This is an optimization exercise on Yosys and OpenROAD, whose aim is small area and a short achievable clock period, not a production implementation.
Only simulation tests tie the RTL to the original design; equivalence was not proved.

== trial 65 ==
==> module memoria_dados_nrisc, before the edit <==
module memoria_dados_nrisc #(
  parameter int LARGURA_END = 8,
  parameter int LATENCIA    = 2
) (
  input  logic                   Clock,
  input  logic                   Reset_n,
  input  logic [LARGURA_END-1:0] EndMemDados,
  input  logic [7:0]             DadoEscritoMem,
  input  logic                   LerMem,
  input  logic                   EscMem,
  output logic [7:0]             DadoLidoMem,
  output logic                   Pronto,
  output logic                   Erro
  ,
  output logic [7:0]             PortaSaida
);
  logic ocioso_q, esp1_q, esp2_q, resp_q;
  logic [7:0] pos_q;
  logic [31:0] seln_q;             
  logic [7:0]  grp_q;              
  logic        porta_end_q;        
  logic [6:0]  wk_q;               
  logic        tarde_q;            
  logic [7:0]  dado_q;
  logic        ler_q, esc_q;
  logic [7:0] lido_q, porta_q;
  logic       erro_q;
  logic [7:0] r1_q [8];
  logic       wrp_q, rdp_q;
  logic [7:0] rdg_q;
  logic [7:0] wh_q, whn_q;
  logic       esc_tarde_q;
  logic [7:0] anel [256];
  logic [7:0] r1_d [8];
  logic [7:0] lido_d;
  logic       req, so_ler, so_esc, esc_mem, grava;
  logic [7:0] soma, slot0, soma4;
  logic [15:0] wl;
  assign req     = LerMem | EscMem;
  assign so_ler  = ler_q & ~esc_q;
  assign so_esc  = esc_q & ~ler_q;
  assign esc_mem = so_esc & ~porta_end_q;
  assign soma  = EndMemDados + pos_q;
  assign slot0 = soma + 8'd1;
  assign soma4 = soma + 8'd4;
  always_ff @(posedge Clock or negedge Reset_n) begin
    if (!Reset_n) begin
      ocioso_q <= 1'b1;
      esp1_q   <= 1'b0;
      esp2_q   <= 1'b0;
      resp_q   <= 1'b0;
      erro_q   <= 1'b0;
      lido_q   <= '0;
      porta_q  <= '0;
      wrp_q    <= 1'b0;
      rdp_q    <= 1'b0;
      rdg_q    <= '0;
    end else begin
      ocioso_q <= ~((ocioso_q & req) | esp1_q | esp2_q);
      esp1_q   <= ocioso_q & req;
      esp2_q   <= esp1_q;
      resp_q   <= esp2_q;
      erro_q   <= esp2_q & ler_q & esc_q;
      lido_q   <= lido_d;
      if (wrp_q)
        porta_q <= dado_q;
      wrp_q    <= esp1_q & so_esc & porta_end_q;
      rdp_q    <= esp1_q & so_ler & porta_end_q;
      for (int g = 0; g < 8; g++)
        rdg_q[g] <= esp1_q & so_ler & ~porta_end_q & grp_q[g];
    end
  end
  always_ff @(posedge Clock) begin
    pos_q <= pos_q + 8'd1;
    if (ocioso_q) begin
      for (int k = 0; k < 32; k++)
        seln_q[k] <= (slot0[4:0] != 5'(k));
      for (int g = 0; g < 8; g++)
        grp_q[g] <= (slot0[7:5] == 3'(g));
      porta_end_q <= &EndMemDados;
      wk_q        <= soma4[7:1];
      tarde_q     <= ~soma[0];
      dado_q      <= DadoEscritoMem;
      ler_q       <= LerMem;
      esc_q       <= EscMem;
    end
    for (int g = 0; g < 8; g++)
      r1_q[g] <= r1_d[g];
    for (int i = 0; i < 8; i++) begin
      wh_q[i]  <=   wk_q[6:4] == 3'(i);
      whn_q[i] <= ~(wk_q[6:4] == 3'(i));
    end
    esc_tarde_q <= esp2_q & esc_mem & tarde_q;
  end
  assign grava = (esp2_q & esc_mem & ~tarde_q) | esc_tarde_q;
  always_comb
    for (int j = 0; j < 16; j++)
      wl[j] = (wk_q[3:0] == 4'(j));
  for (genvar p = 0; p < 256; p++) begin : g_anel
    if (p % 2 == 1) begin : g_passa
      always_ff @(posedge Clock)
        anel[p] <= anel[p-1];
    end else begin : g_porta_esc
      localparam int K = p / 2;
      logic we, keep;
      assign we   = (wh_q[K >> 4] & grava) & wl[K & 15];
      assign keep = (whn_q[K >> 4] | ~grava) | ~wl[K & 15];
      always_ff @(posedge Clock)
        anel[p] <= ({8{we}} & dado_q) | ({8{keep}} & anel[(p + 255) % 256]);
    end
  end
  always_comb
    for (int g = 0; g < 8; g++) begin
      r1_d[g] = '1;
      for (int k = 0; k < 32; k++)
        r1_d[g] = r1_d[g] & ({8{seln_q[k]}} | anel[g*32 + k]);
    end
  always_comb begin
    lido_d = {8{rdp_q}} & porta_q;
    for (int g = 0; g < 8; g++)
      lido_d = lido_d | ({8{rdg_q[g]}} & r1_q[g]);
  end
  assign DadoLidoMem = lido_q;
  assign Pronto      = resp_q;
  assign Erro        = erro_q;
  assign PortaSaida  = porta_q;
endmodule
Settings: LEC_CHECK=0, CAP_MARGIN=20, CORE_MARGIN=2, CORE_UTILIZATION=60, CTS_CLUSTER_DIAMETER=60, CTS_CLUSTER_SIZE=30, PLACE_DENSITY=0.7, SETUP_SLACK_MARGIN=1.8, SLEW_MARGIN=20; clock period 4.0 ns.
run.sh (not shown) runs the stock make flow with config.mk's settings and CLKGATE_MAP_FILE= SYNTH_SCRIPT=/design/flow/synth_recipe.tcl, a recipe that flattens the netlist after the stock synthesis.
--- input diff trial 65..trial 96 ---
==> flow/design.v <==
module memoria_dados_nrisc #(
  parameter int LARGURA_END = 8,
  parameter int LATENCIA    = 2
) (
  input  logic                   Clock,
  input  logic                   Reset_n,
  input  logic [LARGURA_END-1:0] EndMemDados,
  input  logic [7:0]             DadoEscritoMem,
  input  logic                   LerMem,
  input  logic                   EscMem,
  output logic [7:0]             DadoLidoMem,
  output logic                   Pronto,
  output logic                   Erro
  ,
  output logic [7:0]             PortaSaida
);
  localparam int NP = 85;          
  logic ocioso_q, esp1_q, esp2_q, resp_q;
  logic [7:0] pos_q;
  logic [31:0] seln_q;             
  logic [7:0]  grp_q;              
  logic        porta_end_q;        
  logic [6:0]  wk_q;               
  logic [2:0]  quando_q;           
  logic [7:0]  dado_q;
  logic        ler_q, esc_q;
  logic [7:0] lido_q, porta_q;
  logic       erro_q;
  logic [7:0] r1_q [8];
  logic       wrp_q, rdp_q;
  logic [7:0] rdg_q;
  logic [5:0] wh_q, whn_q;
  logic [3:0] wkl_q;
  logic [7:0] wdado_q;
  logic       grava1_q, grava2a_q, grava2_q;
  logic [7:0] anel [255];
  logic [7:0] r1_d [8];
  logic [7:0] lido_d;
  logic       req, so_ler, so_esc, esc_mem, grava;
  logic [8:0] soma9;
  logic [7:0] soma, slot0, alvo2;
  logic [6:0] alvo2_q3;
  logic [1:0] alvo2_r3;
  logic [6:0] wk_d;
  logic [15:0] wl;
  assign req     = LerMem | EscMem;
  assign so_ler  = ler_q & ~esc_q;
  assign so_esc  = esc_q & ~ler_q;
  assign esc_mem = so_esc & ~porta_end_q;
  assign soma9 = {1'b0, EndMemDados} + {1'b0, pos_q};
  assign soma  = (soma9 >= 9'd255) ? 8'(soma9 - 9'd255) : soma9[7:0];
  assign slot0 = (soma == 8'd254) ? 8'd0 : soma + 8'd1;
  assign alvo2 = (soma >= 8'd252) ? soma - 8'd252 : soma + 8'd3;
  assign alvo2_q3 = 7'(alvo2 / 8'd3);
  assign alvo2_r3 = 2'(alvo2 % 8'd3);
  assign wk_d = (alvo2_r3 == 2'd0) ? alvo2_q3 :
                (alvo2_q3 == 7'(NP - 1)) ? 7'd0 : alvo2_q3 + 7'd1;
  always_ff @(posedge Clock or negedge Reset_n) begin
    if (!Reset_n) begin
      ocioso_q <= 1'b1;
      esp1_q   <= 1'b0;
      esp2_q   <= 1'b0;
      resp_q   <= 1'b0;
      erro_q   <= 1'b0;
      lido_q   <= '0;
      porta_q  <= '0;
      wrp_q    <= 1'b0;
      rdp_q    <= 1'b0;
      rdg_q    <= '0;
    end else begin
      ocioso_q <= ~((ocioso_q & req) | esp1_q | esp2_q);
      esp1_q   <= ocioso_q & req;
      esp2_q   <= esp1_q;
      resp_q   <= esp2_q;
      erro_q   <= esp2_q & ler_q & esc_q;
      lido_q   <= lido_d;
      if (wrp_q)
        porta_q <= dado_q;
      wrp_q    <= esp1_q & so_esc & porta_end_q;
      rdp_q    <= esp1_q & so_ler & porta_end_q;
      for (int g = 0; g < 8; g++)
        rdg_q[g] <= esp1_q & so_ler & ~porta_end_q & grp_q[g];
    end
  end
  always_ff @(posedge Clock) begin
    pos_q <= (pos_q == 8'd254) ? 8'd0 : pos_q + 8'd1;
    if (ocioso_q) begin
      for (int k = 0; k < 32; k++)
        seln_q[k] <= (slot0[4:0] != 5'(k));
      for (int g = 0; g < 8; g++)
        grp_q[g] <= (slot0[7:5] == 3'(g));
      porta_end_q <= &EndMemDados;
      wk_q        <= wk_d;
      quando_q[0] <= alvo2_r3 == 2'd0;
      quando_q[1] <= alvo2_r3 == 2'd2;
      quando_q[2] <= alvo2_r3 == 2'd1;
      dado_q      <= DadoEscritoMem;
      ler_q       <= LerMem;
      esc_q       <= EscMem;
    end
    for (int g = 0; g < 8; g++)
      r1_q[g] <= r1_d[g];
    wkl_q   <= wk_q[3:0];
    wdado_q <= dado_q;
    for (int i = 0; i < 6; i++) begin
      wh_q[i]  <=   wk_q[6:4] == 3'(i);
      whn_q[i] <= ~(wk_q[6:4] == 3'(i));
    end
    grava1_q  <= esp2_q & esc_mem & quando_q[1];
    grava2a_q <= esp2_q & esc_mem & quando_q[2];
    grava2_q  <= grava2a_q;
  end
  assign grava = (esp2_q & esc_mem & quando_q[0]) | grava1_q | grava2_q;
  always_comb
    for (int j = 0; j < 16; j++)
      wl[j] = (wkl_q == 4'(j));
  for (genvar p = 0; p < 255; p++) begin : g_anel
    if (p % 3 != 0) begin : g_passa
      always_ff @(posedge Clock)
        anel[p] <= anel[p-1];
    end else begin : g_porta_esc
      localparam int K = p / 3;
      logic we, keep;
      assign we   = (wh_q[K >> 4] & grava) & wl[K & 15];
      assign keep = (whn_q[K >> 4] | ~grava) | ~wl[K & 15];
      always_ff @(posedge Clock)
        anel[p] <= ({8{we}} & wdado_q) | ({8{keep}} & anel[(p + 254) % 255]);
    end
  end
  always_comb
    for (int g = 0; g < 8; g++) begin
      r1_d[g] = '1;
      for (int k = 0; k < 32; k++)
        if (g*32 + k < 255)
          r1_d[g] = r1_d[g] & ({8{seln_q[k]}} | anel[g*32 + k]);
    end
  always_comb begin
    lido_d = {8{rdp_q}} & porta_q;
    for (int g = 0; g < 8; g++)
      lido_d = lido_d | ({8{rdg_q[g]}} & r1_q[g]);
  end
  assign DadoLidoMem = lido_q;
  assign Pronto      = resp_q;
  assign Erro        = erro_q;
  assign PortaSaida  = porta_q;
endmodule
From the logs: trial 96 reached the end of the flow and failed the layout checks with capacitance limit, slew limit, setup timing.
Amount of wire on met2 after detailed routing in trial 96 is about 8% below trial 65.
From trial 65 to trial 96 the numbers moved as follows: summed instance area of the synthesized netlist has decreased; final design instance area without fill went down; setup slack dropped 3970 ps; cell count increased by 364 relative to the old numbers; clock-buffer cell count climbed 6.
First-pass GRT wire length: lower on trial 96

static timing again, ports no longer ideal:
The results above use ideal ports. As a check the final layouts listed here were re-extracted and re-timed, cells and wires unchanged.
Step 1 sets driving cells, clkbuf_16 on the clock port and buf_2 on the other inputs (assumed; they add their load-dependent delay and slew).
Step 2 moves the port delays by t, midway between the first and last clock arrival at a register: inputs arrive t later, outputs are due t later. That takes back most of the time a late clock gives input paths.
Three values: no drivers, after step 1, after step 2; two values: the first two.
run	t (ns)	setup WS [ns]	hold WS [ns]	clock arrival spread, ns	worst data-port slew with drivers (ns)
trial 65	0.871	1.448 / 1.448 / 0.671	0.087 / 0.033 / 0.333	0.038 / 0.038	0.05
trial 96	0.873	-2.522 / -2.522 / -3.312	0.083 / 0.030 / 0.326	0.060 / 0.059	0.06
The setup slack of trial 96, which loses most, moves by 0.000 ns with the drivers and by -0.790 ns with both steps.
